This design comes from an exercise in tuning for small area and a short achievable clock period on the open sky130 flow, not from production work. In this exercise RTL edits were held to simulation tests only and were not proved equivalent to the original.

==> flow/design.v (excerpt) <==
module awgn_gen (
	input  wire logic clk,
	input  wire logic rst_n,
	input  wire logic run,
	input  wire logic [snr_pkg::snr_width-1:0] snr_db,
	input  wire logic snr_load,
	output logic signed [awgn_pkg::sample_width-1:0] awgn_out,
	output logic signed [awgn_pkg::quant_width-1:0] awgn_out_quant,
	output logic signed [snr_pkg::noise_width-1:0] noise_out,
	output logic sample_valid,
	output logic snr_err
);
==> flow/config.mk <==
export PLATFORM = sky130hd
export DESIGN_NAME = awgn_gen
export DESIGN_NICKNAME = awgn_gen
export VERILOG_FILES = /design/flow/design.v
export SDC_FILE = /design/flow/constraint.sdc
export NUM_CORES = 4
export LEC_CHECK = 0
export ABC_CLOCK_PERIOD_IN_PS = 2000
export CAP_MARGIN = 20
export CORE_MARGIN = 2
export CORE_UTILIZATION = 60
export SETUP_SLACK_MARGIN = 4.8
export SLEW_MARGIN = 20
export SYNTH_MEMORY_MAX_BITS = 16384
==> flow/constraint.sdc <==
create_clock -name core_clock -period 7.5 [get_ports {clk}]
set_input_delay 1.5000 -clock core_clock [delete_from_list [all_inputs] [get_ports {clk}]]
set_output_delay 1.5000 -clock core_clock [all_outputs]
set_load 0.01 [all_outputs]
standard.sh (not shown) runs the stock make flow with config.mk's settings and CLKGATE_MAP_FILE= SYNTH_SCRIPT=/design/flow/synth_recipe.tcl, a recipe that flattens the netlist after the stock synthesis.
==> flow/flow/run.sh <==
#!/bin/bash
# Standard layout, with the port buffers made from buf_2 cells instead of
# the default pick (a slow delay buffer). Each tool's output goes to a log here.
set -euo pipefail
export BUFFER_PORTS_ARGS="-buffer_cell sky130_fd_sc_hd__buf_2"
bash standard.sh > standard_make.log 2>&1
Next try:
==> flow/flow/run.sh (replaced) <==
#!/bin/bash
# Standard layout, with the port buffers made from buf_2 cells instead of
# the default pick (a slow delay buffer). Each tool's output goes to a log here.
set -euo pipefail
export BUFFER_PORTS_ARGS="-buffer_cell sky130_fd_sc_hd__buf_1"
bash standard.sh > standard_make.log 2>&1
--- a/flow/config.mk
+++ b/flow/config.mk
@@ -6,9 +6,10 @@
 export NUM_CORES = 4
 export LEC_CHECK = 0
-export ABC_CLOCK_PERIOD_IN_PS = 2000
 export CAP_MARGIN = 20
 export CORE_MARGIN = 2
 export CORE_UTILIZATION = 60
-export SETUP_SLACK_MARGIN = 4.8
+export CTS_BUF_LIST = sky130_fd_sc_hd__clkbuf_4 sky130_fd_sc_hd__clkbuf_8
+export CTS_CLUSTER_SIZE = 30
+export SETUP_SLACK_MARGIN = 5.0
 export SLEW_MARGIN = 20
 export SYNTH_MEMORY_MAX_BITS = 16384
After rerunning: Synthesized area does not change. Routed wire length came out higher by 11%. Setup slack is better by 0.087 ns. Cell area came out higher by about 11%.
Next try:
==> flow/flow/run.sh (replaced) <==
#!/bin/bash
# Standard synthesis, then the combinational logic is mapped again by ABC
# with a delay target (registers and tie cells are kept as they are, same
# instances, names and cells), then the standard layout from floorplan on.
# Port buffers are buf_1 cells. Each tool's output goes to a log here.
set -euo pipefail
here=$(pwd)
export BUFFER_PORTS_ARGS="-buffer_cell sky130_fd_sc_hd__buf_1"
YOSYS=${FLOW_HOME}/../tools/install/yosys/bin/yosys
PLAT=${FLOW_HOME}/platforms/${FLOW_PLATFORM}
LIB=${PLAT}/lib/sky130_fd_sc_hd__tt_025C_1v80.lib
RES=${here}/orfs/results/${FLOW_PLATFORM}/awgn_gen/base

bash standard.sh synth > standard_synth.log 2>&1

cp "${RES}/1_2_yosys.v" "${here}/synth_standard.v"
DONT_USE=$(sed -n '/DONT_USE_CELLS += /,/^$/p' "${PLAT}/config.mk" | tr -d '\\' | tr ' ' '\n' | grep '^sky130' | sed 's/^/-dont_use /' | tr '\n' ' ')
printf 'set_driving_cell sky130_fd_sc_hd__buf_1\nset_load 5\n' > "${here}/remap.constr"
cat > "${here}/remap.ys" <<EOY
read_liberty -ignore_miss_func ${LIB}
read_verilog ${here}/synth_standard.v
hierarchy -top ${FLOW_TOP}
setattr -mod -set keep_hierarchy 1 sky130_fd_sc_hd__*df* sky130_fd_sc_hd__*dl* sky130_fd_sc_hd__conb_1
flatten
opt -purge
abc -script ${here}/flow/remap.abc -liberty ${LIB} ${DONT_USE} -constr ${here}/remap.constr -D 1400
opt_clean -purge
hilomap -singleton -hicell sky130_fd_sc_hd__conb_1 HI -locell sky130_fd_sc_hd__conb_1 LO
splitnets
opt_clean -purge
insbuf -buf sky130_fd_sc_hd__buf_4 A X
opt_clean -purge
select ${FLOW_TOP}
write_verilog -noattr -nohex -nodec -selected ${here}/synth_remapped.v
stat -liberty ${LIB}
EOY
"${YOSYS}" -s "${here}/remap.ys" > remap_yosys.log 2>&1

# the registers must be the standard synthesis's, instance for instance
grep -E '^\s+sky130_fd_sc_hd__(\S*df\S*|\S*dl\S*) ' "${here}/synth_standard.v" | sort > flops_standard.txt
grep -E '^\s+sky130_fd_sc_hd__(\S*df\S*|\S*dl\S*) ' "${here}/synth_remapped.v" | sort > flops_remapped.txt
if ! cmp -s flops_standard.txt flops_remapped.txt || grep -q '^\s*assign ' "${here}/synth_remapped.v"; then
	echo "remap changed the registers or left assigns; using the standard netlist" >> remap_yosys.log
else
	cp "${here}/synth_remapped.v" "${RES}/1_2_yosys.v"
	rm -f "${RES}/1_synth.odb" "${RES}/1_synth.sdc"
fi

bash standard.sh > standard_make.log 2>&1
==> flow/flow/remap.abc (new file) <==
strash
dch -f
map -D 1400
topo
buffer -p
upsize -D 1400
dnsize -D 1400
After rerunning:
- The new run went through all stages and came out clean
- cell area decreases by 13%
- core utilization went down by 10 points
- synthesized area goes down by 1.0%
- cell count rises by 13%
- global-route usage goes down by 2.0 points
- routed wire length is lower by 12%
- die area went down by 0.98%
Next try:
==> flow/flow/run.sh (replaced) <==
#!/bin/bash
# Standard layout, with the port buffers made from buf_2 cells instead of
# the default pick (a slow delay buffer). Each tool's output goes to a log here.
set -euo pipefail
export BUFFER_PORTS_ARGS="-buffer_cell sky130_fd_sc_hd__buf_1"
bash standard.sh > standard_make.log 2>&1
--- a/flow/config.mk
+++ b/flow/config.mk
@@ -11,5 +11,5 @@
 export CTS_BUF_LIST = sky130_fd_sc_hd__clkbuf_4 sky130_fd_sc_hd__clkbuf_8
 export CTS_CLUSTER_SIZE = 30
-export SETUP_SLACK_MARGIN = 5.0
+export SETUP_SLACK_MARGIN = 4.8
 export SLEW_MARGIN = 20
 export SYNTH_MEMORY_MAX_BITS = 16384
removed: flow/flow/remap.abc
After rerunning: The changed run completed with no timing, DRC or antenna violations. Register-to-register slack degrades by 0.24 ns. Worst setup slack got worse by 0.093 ns. Routed wire length barely changes. Design area climbs by 2.6%. Die area rises by 0.99%. Clock skew went up by 0.0055 ns. Count of clock-buffer cells in the layout stays the same. Synthesized cell count is lower by 19%. Non-clock buffer count is lower by 14.
Next try:
==> flow/flow/run.sh (replaced) <==
#!/bin/bash
# Standard layout, with the port buffers made from buf_1 cells instead of
# the default pick (a slow delay buffer). Each tool's output goes to a log here.
set -euo pipefail
export BUFFER_PORTS_ARGS="-buffer_cell sky130_fd_sc_hd__buf_1"
bash standard.sh > standard_make.log 2>&1
- sequential cell count does not change
- sequential share of layout area is unchanged
Next try:
==> flow/flow/run.sh (replaced) <==
#!/bin/bash
# Standard synthesis, then the combinational logic is mapped again by ABC
# with a delay target (registers and tie cells are kept as they are, same
# instances, names and cells), then the standard layout from floorplan on.
# Port buffers are buf_1 cells. Each tool's output goes to a log here.
set -euo pipefail
here=$(pwd)
export BUFFER_PORTS_ARGS="-buffer_cell sky130_fd_sc_hd__buf_1"
YOSYS=${FLOW_HOME}/../tools/install/yosys/bin/yosys
PLAT=${FLOW_HOME}/platforms/${FLOW_PLATFORM}
LIB=${PLAT}/lib/sky130_fd_sc_hd__tt_025C_1v80.lib
RES=${here}/orfs/results/${FLOW_PLATFORM}/awgn_gen/base

bash standard.sh synth > standard_synth.log 2>&1

cp "${RES}/1_2_yosys.v" "${here}/synth_standard.v"
DONT_USE=$(sed -n '/DONT_USE_CELLS += /,/^$/p' "${PLAT}/config.mk" | tr -d '\\' | tr ' ' '\n' | grep '^sky130' | sed 's/^/-dont_use /' | tr '\n' ' ')
printf 'set_driving_cell sky130_fd_sc_hd__buf_1\nset_load 5\n' > "${here}/remap.constr"
cat > "${here}/remap.ys" <<EOY
read_liberty -ignore_miss_func ${LIB}
read_verilog ${here}/synth_standard.v
hierarchy -top ${FLOW_TOP}
setattr -mod -set keep_hierarchy 1 sky130_fd_sc_hd__*df* sky130_fd_sc_hd__*dl* sky130_fd_sc_hd__conb_1
flatten
opt -purge
abc -script ${here}/flow/remap.abc -liberty ${LIB} ${DONT_USE} -constr ${here}/remap.constr -D 1400
opt_clean -purge
hilomap -singleton -hicell sky130_fd_sc_hd__conb_1 HI -locell sky130_fd_sc_hd__conb_1 LO
splitnets
opt_clean -purge
insbuf -buf sky130_fd_sc_hd__buf_4 A X
opt_clean -purge
select ${FLOW_TOP}
write_verilog -noattr -nohex -nodec -selected ${here}/synth_remapped.v
stat -liberty ${LIB}
EOY
"${YOSYS}" -s "${here}/remap.ys" > remap_yosys.log 2>&1

# the registers must be the standard synthesis's, instance for instance
grep -E '^\s+sky130_fd_sc_hd__(\S*df\S*|\S*dl\S*) ' "${here}/synth_standard.v" | sort > flops_standard.txt
grep -E '^\s+sky130_fd_sc_hd__(\S*df\S*|\S*dl\S*) ' "${here}/synth_remapped.v" | sort > flops_remapped.txt
if ! cmp -s flops_standard.txt flops_remapped.txt || grep -q '^\s*assign ' "${here}/synth_remapped.v"; then
	echo "remap changed the registers or left assigns; using the standard netlist" >> remap_yosys.log
else
	cp "${here}/synth_remapped.v" "${RES}/1_2_yosys.v"
	rm -f "${RES}/1_synth.odb" "${RES}/1_synth.sdc"
fi

bash standard.sh > standard_make.log 2>&1
==> flow/flow/remap.abc (new file) <==
strash
dch -f
map -D 1400
topo
buffer -p
upsize -D 1400
dnsize -D 1400
Effect: The new run produced a clean layout. Cell area shrinks by a little under a tenth. Setup slack is better by 0.0043 ns. Critical path depth does not change. Fmax stays flat. Via count grows by a few percent. Final cell count grows by about a fifth.

[separate check: timing with driven ports]
Ports are ideal in the flow. The routed layouts listed here were re-timed in OpenROAD. Step 1 sets driving cells, clkbuf_16 on the clock port and buf_2 on the other inputs (assumed; they add their load-dependent delay and slew). Step 2 adds t to the input delays and takes it off the output delays; t is the mean of the earliest and latest rising clock arrival at the registers after step 1. Input paths then give back, and output paths get back, about the clock's delay inside the block. Slacks: no drivers / after step 1 / after step 2; pairs: no drivers / after step 1.
run | shift t [ns] | setup WS [ns] | worst hold slack (ns)
the first run | 0.400 | 4.828 / 4.800 / 4.828 | 0.359 / 0.359 / 0.359
the second run | 0.422 | 4.915 / 4.895 / 4.765 | 0.363 / 0.363 / 0.363
the third run | 0.430 | 4.934 / 4.893 / 4.758 | 0.360 / 0.360 / 0.360
the fourth run | 0.420 | 4.841 / 4.804 / 4.816 | 0.361 / 0.361 / 0.361
the fifth run | 0.420 | 4.841 / 4.804 / 4.816 | 0.361 / 0.361 / 0.361
the sixth run | 0.425 | 4.845 / 4.807 / 4.702 | 0.359 / 0.359 / 0.359
After both steps every run listed still meets setup and hold. The setup slack of the third run, which loses most, moves by -0.041 ns with the drivers and by -0.176 ns with both steps.
